This is an optimization exercise on Yosys and OpenROAD, whose aim is small area, a short achievable clock period and few clock cycles per item, not a production implementation.
Power figures rest on the tool's default switching activity, not on a simulated workload.

==> flow/design.v (excerpt) <==
module three_fan_duty_ramp_unit (
  input  logic        clk,
  input  logic        rst,
  input  logic        cfg_we,
  input  logic [15:0] cfg_data,
  input  logic        s_tvalid,
  output logic        s_tready,
  input  logic [15:0] s_tdata,    
  input  logic [3:0]  s_tuser,    
  output logic        m_tvalid,
  input  logic        m_tready,
  output logic [31:0] m_tdata,    
  output logic [1:0]  m_tuser     
);
  logic [15:0] dur;
  logic [16:0] elapsed;
  logic [8:0]  t0, p0;
  logic [7:0]  t1, p1;
  logic        t1x, p1x;
  logic [8:0]  t2, p2;
  logic        t2x, p2x;
  logic [9:0]  fy0, fy2;
  logic [8:0]  fy1;
  logic [16:0] fe [3];
  logic [8:0]  fa [3];
  logic [15:0] fm [3];
  logic        fs [3];
  logic [2:0]  phase;
  logic [3:0]  cnt;
  logic        first;
  logic        mbit;    
  logic        lead;    
  logic [1:0]  efan;
  logic [2:0]  dirty;
  logic        bg;      
  logic        spass;   
  logic [15:0] er;      
  logic [15:0] em;      
  logic [8:0]  eb;      
  logic [8:0]  eq;      
  logic        esg;     
  logic [10:0] tsel;    
  logic [10:0] psel;    
  logic [18:0] ed1;     
  logic [18:0] ed2;     
  logic        pend;    
  logic        pend_r;  
  logic        byp_r;   
  logic [1:0] cmd;
  logic [1:0] fan_in;
  logic       acc;
  logic       tick_acc;
  logic       rst_acc;
  logic       rst_go;
  logic       hold;
  logic       set_acc;
  logic       out_free;
  logic       tick_go;
  logic       clean;
  assign cmd      = s_tuser[1:0];
  assign fan_in   = s_tuser[3:2];
  assign s_tready = ((phase == tfdr_pkg::PH_IDLE) || bg) && !pend && !pend_r;
  assign acc      = s_tvalid && s_tready;
  assign tick_acc = acc && (cmd == tfdr_pkg::CMD_TICK);
  assign rst_acc  = acc && (cmd == tfdr_pkg::CMD_RESTART);
  assign set_acc  = acc && (cmd == tfdr_pkg::CMD_SET) && (fan_in != tfdr_pkg::FAN_LIMIT);
  assign out_free = !m_tvalid || m_tready;
  assign hold     = m_tvalid && !m_tready;
  assign rst_go   = (rst_acc || pend_r) && !hold;
  assign clean    = (phase == tfdr_pkg::PH_IDLE) && (dirty == 3'b000);
  logic go_new;
  logic go_old;
  assign go_new   = clean && !pend && !pend_r;
  assign go_old   = clean && pend;
  assign tick_go  = ((s_tvalid && cmd == tfdr_pkg::CMD_TICK && go_new) || go_old) &&
                    (m_tready || !m_tvalid);
  logic [10:0] tv [3];
  logic [10:0] pv [3];
  assign tv[0] = {2'b00, t0};
  ...
Size: about 3400 cells after synthesis, ~77 I/O pins, ~0.030 mm^2 of cells after synthesis.
Settings: LEC_CHECK=0, CAP_MARGIN=20, CORE_MARGIN=2, CORE_UTILIZATION=40, PLACE_DENSITY=0.6, SETUP_SLACK_MARGIN=4.0, SLEW_MARGIN=20; clock period 7.5 ns.
standard.sh (not shown) runs the stock make flow with config.mk's settings and CLKGATE_MAP_FILE= SYNTH_SCRIPT=/design/flow/synth_recipe.tcl, a recipe that flattens the netlist after the stock synthesis.
==> flow/flow/run.sh <==
#!/bin/bash
# Standard layout, except that the port buffers are sky130_fd_sc_hd__buf_4
# instead of the delay buffer buffer_ports picks on its own. Every input and
# output port still gets its buffer. The whole make output goes to
# standard.log in the work folder (ORFS keeps its per-step logs under orfs/).
set -euo pipefail
export BUFFER_PORTS_ARGS="-buffer_cell sky130_fd_sc_hd__buf_4"
bash standard.sh > standard.log 2>&1
The starting point went through all stages and came out clean.
Change:
--- a/flow/design.v
+++ b/flow/design.v
@@ -78,25 +78,24 @@
   logic [8:0]  t2, p2;
   logic        t2x, p2x;
   logic [9:0]  fy0, fy2;
   logic [8:0]  fy1;
   logic [16:0] fe [3];
   logic [8:0]  fa [3];
   logic [15:0] fm [3];
   logic        fs [3];
   logic [2:0]  phase;
   logic [3:0]  cnt;
   logic        first;
   logic        mbit;    
-  logic        lead;    
   logic [1:0]  efan;
   logic [2:0]  dirty;
   logic        bg;      
   logic        spass;   
   logic [15:0] er;      
   logic [15:0] em;      
   logic [8:0]  eb;      
   logic [8:0]  eq;      
   logic        esg;     
   logic [10:0] tsel;    
   logic [10:0] psel;    
   logic [18:0] ed1;     
@@ -177,60 +176,54 @@
   logic        last;
   logic [1:0]  qd;
   logic [15:0] er_n;
   logic        abit;
   logic [15:0] em_n;
   logic [8:0]  eq_n;
   logic [10:0] sel_t;
   logic [10:0] sel_p;
   logic [10:0] dif_a;
   logic [10:0] dif_b;
   logic        mag_neg;
   logic [8:0]  mag;
-  assign last  = lead ? (lead_pos == 4'd0) : (cnt == 4'd0);
+  assign last  = (cnt == 4'd0);
   assign sel_t   = tv[efan];
   assign sel_p   = pv[efan];
   assign dif_a   = tsel - psel;
   assign dif_b   = psel - tsel;
   assign mag_neg = dif_a[10];
   assign mag     = mag_neg ? dif_b[8:0] : dif_a[8:0];
   tfdr_divider u_div (
     .rem    (er),
     .mrem   (em),
     .mbit   (mbit),
     .ela    (elapsed),
     .ed1    (ed1),
     .ed2    (ed2),
     .dur    (dur),
     .qd     (qd),
     .rem_n  (er_n),
     .abit   (abit),
     .mrem_n (em_n)
   );
   assign eq_n    = {eq[7:0], 1'b0} + {7'd0, qd};
-  logic       step_en;
-  logic [3:0] lz;         
-  logic [8:0] eb_lz;      
-  logic [3:0] lead_pos;   
-  logic       eb_zero;
-  assign step_en = first ? mag[8] : !(lead && eb_zero);
+  logic [3:0] mag_top;    
+  logic [8:0] mag_norm;   
   always_comb begin
-    lz = 4'd7;
-    for (int i = 1; i < 9; i++) begin
-      if (eb[i]) lz = 4'(8 - i);
+    mag_top = 4'd0;
+    for (int i = 0; i < 9; i++) begin
+      if (mag[i]) mag_top = 4'(i);
     end
   end
-  assign eb_lz    = eb << lz;
-  assign lead_pos = cnt - lz;
-  assign eb_zero  = (eb[8:1] == 8'd0);
+  assign mag_norm = mag << (4'd8 - mag_top);
   logic [11:0] fold_hi;
   logic [12:0] fold_z;
   always_comb begin
     case (s_tdata[15:12])
       4'd0:  fold_hi = 12'd0;
       4'd1:  fold_hi = 12'd244;
       4'd2:  fold_hi = 12'd488;
       4'd3:  fold_hi = 12'd732;
       4'd4:  fold_hi = 12'd976;
       4'd5:  fold_hi = 12'd1220;
       4'd6:  fold_hi = 12'd1464;
       4'd7:  fold_hi = 12'd1708;
@@ -311,25 +304,25 @@
             end
           end
           tfdr_pkg::PH_MOD2, tfdr_pkg::PH_INIT: begin
             if (cfg_we) begin
               phase <= tfdr_pkg::PH_IDLE;
             end else if (!(phase == tfdr_pkg::PH_MOD2 && hold)) begin
               phase <= tfdr_pkg::PH_STEP;
             end
           end
           tfdr_pkg::PH_STEP: begin
             if (cfg_we) begin
               phase <= tfdr_pkg::PH_IDLE;
-            end else if (!first && (last || (lead && eb_zero))) begin
+            end else if (first ? (mag == 9'd0) : last) begin
               phase <= tfdr_pkg::PH_FIN;
             end
           end
           default: begin
             if (!hold || cfg_we) begin
               phase <= tfdr_pkg::PH_IDLE;
               bg    <= 1'b0;
             end
           end
         endcase
         if (cfg_we) begin
           bg <= 1'b0;
@@ -352,45 +345,36 @@
     end
   end
   always_ff @(posedge clk) begin
     case (phase)
       tfdr_pkg::PH_MOD2, tfdr_pkg::PH_INIT: begin
         if (!(phase == tfdr_pkg::PH_MOD2 && hold)) begin
           tsel  <= (phase == tfdr_pkg::PH_MOD2) ? new_t : sel_t;
           psel  <= (phase == tfdr_pkg::PH_MOD2) ? sel_t : sel_p;
           er    <= '0;
           em    <= dur - 1'b1;
           eq    <= '0;
           first <= 1'b1;
-          mbit  <= 1'b1;
         end
       end
       tfdr_pkg::PH_STEP: begin
-        if (step_en) begin
-          er <= er_n;
-          em <= em_n;
-          eq <= eq_n;
-        end
         if (first) begin
-          eb   <= {mag[7:0], abit & mag[8]};
+          eb   <= mag_norm;
           esg  <= mag_neg;
-          mbit <= mag[8] ? mag[7] : 1'b1;
-          lead <= !mag[8];
-          cnt  <= 4'd7;
-        end else if (lead) begin
-          eb   <= {eb_lz[7:0], abit && !eb_zero};
-          mbit <= eb_lz[7];
-          lead <= 1'b0;
-          cnt  <= lead_pos - 1'b1;
+          cnt  <= mag_top;
+          mbit <= 1'b1;
         end else begin
+          er   <= er_n;
+          em   <= em_n;
+          eq   <= eq_n;
           eb   <= {eb[7:0], abit};
           mbit <= eb[7];
           cnt  <= cnt - 1'b1;
         end
         first <= 1'b0;
       end
       default: begin end
     endcase
     if (set_acc) begin
       er <= (fan_in == 2'd1) ? s_tdata : {3'b000, fold_z};
     end
   end
Die area falls by 0.54%.
Worst setup slack got worse by 120 ps.
Non-clock buffer count rises by 55.
Power rises by 48%.
Design area rises by about 2%.
No run of this note included a check of the RTL's function; only the layout flow was run.

[separate check: timing with driven ports]
The results above use ideal ports. As a check the final layouts listed here were re-extracted and re-timed, cells and wires unchanged.
Step 1: set_driving_cell puts a clkbuf_16 on clk and a buf_2 on each other input, an assumption about the parent block.
Step 2 times the ports against the registers' clock, not the clock port: input delays grow and output delays shrink by t, the midpoint of the rising clock arrivals with the driver on.
a / b / c = no drivers / after step 1 / after step 2; a / b = the first two.
run	t, ns	slack for setup (ns)	hold WS [ns]	slew at the worst register clock pin (ns)
the first run	0.674	3.655 / 3.655 / 3.389	0.475 / 0.475 / 0.475	0.07 / 0.07
the second run	0.671	3.538 / 3.538 / 3.388	0.430 / 0.430 / 0.430	0.06 / 0.06
After both steps every run listed still meets setup and hold. For the first run, which loses most, drivers alone change the setup slack by 0.000 ns; drivers and shift together by -0.266 ns.
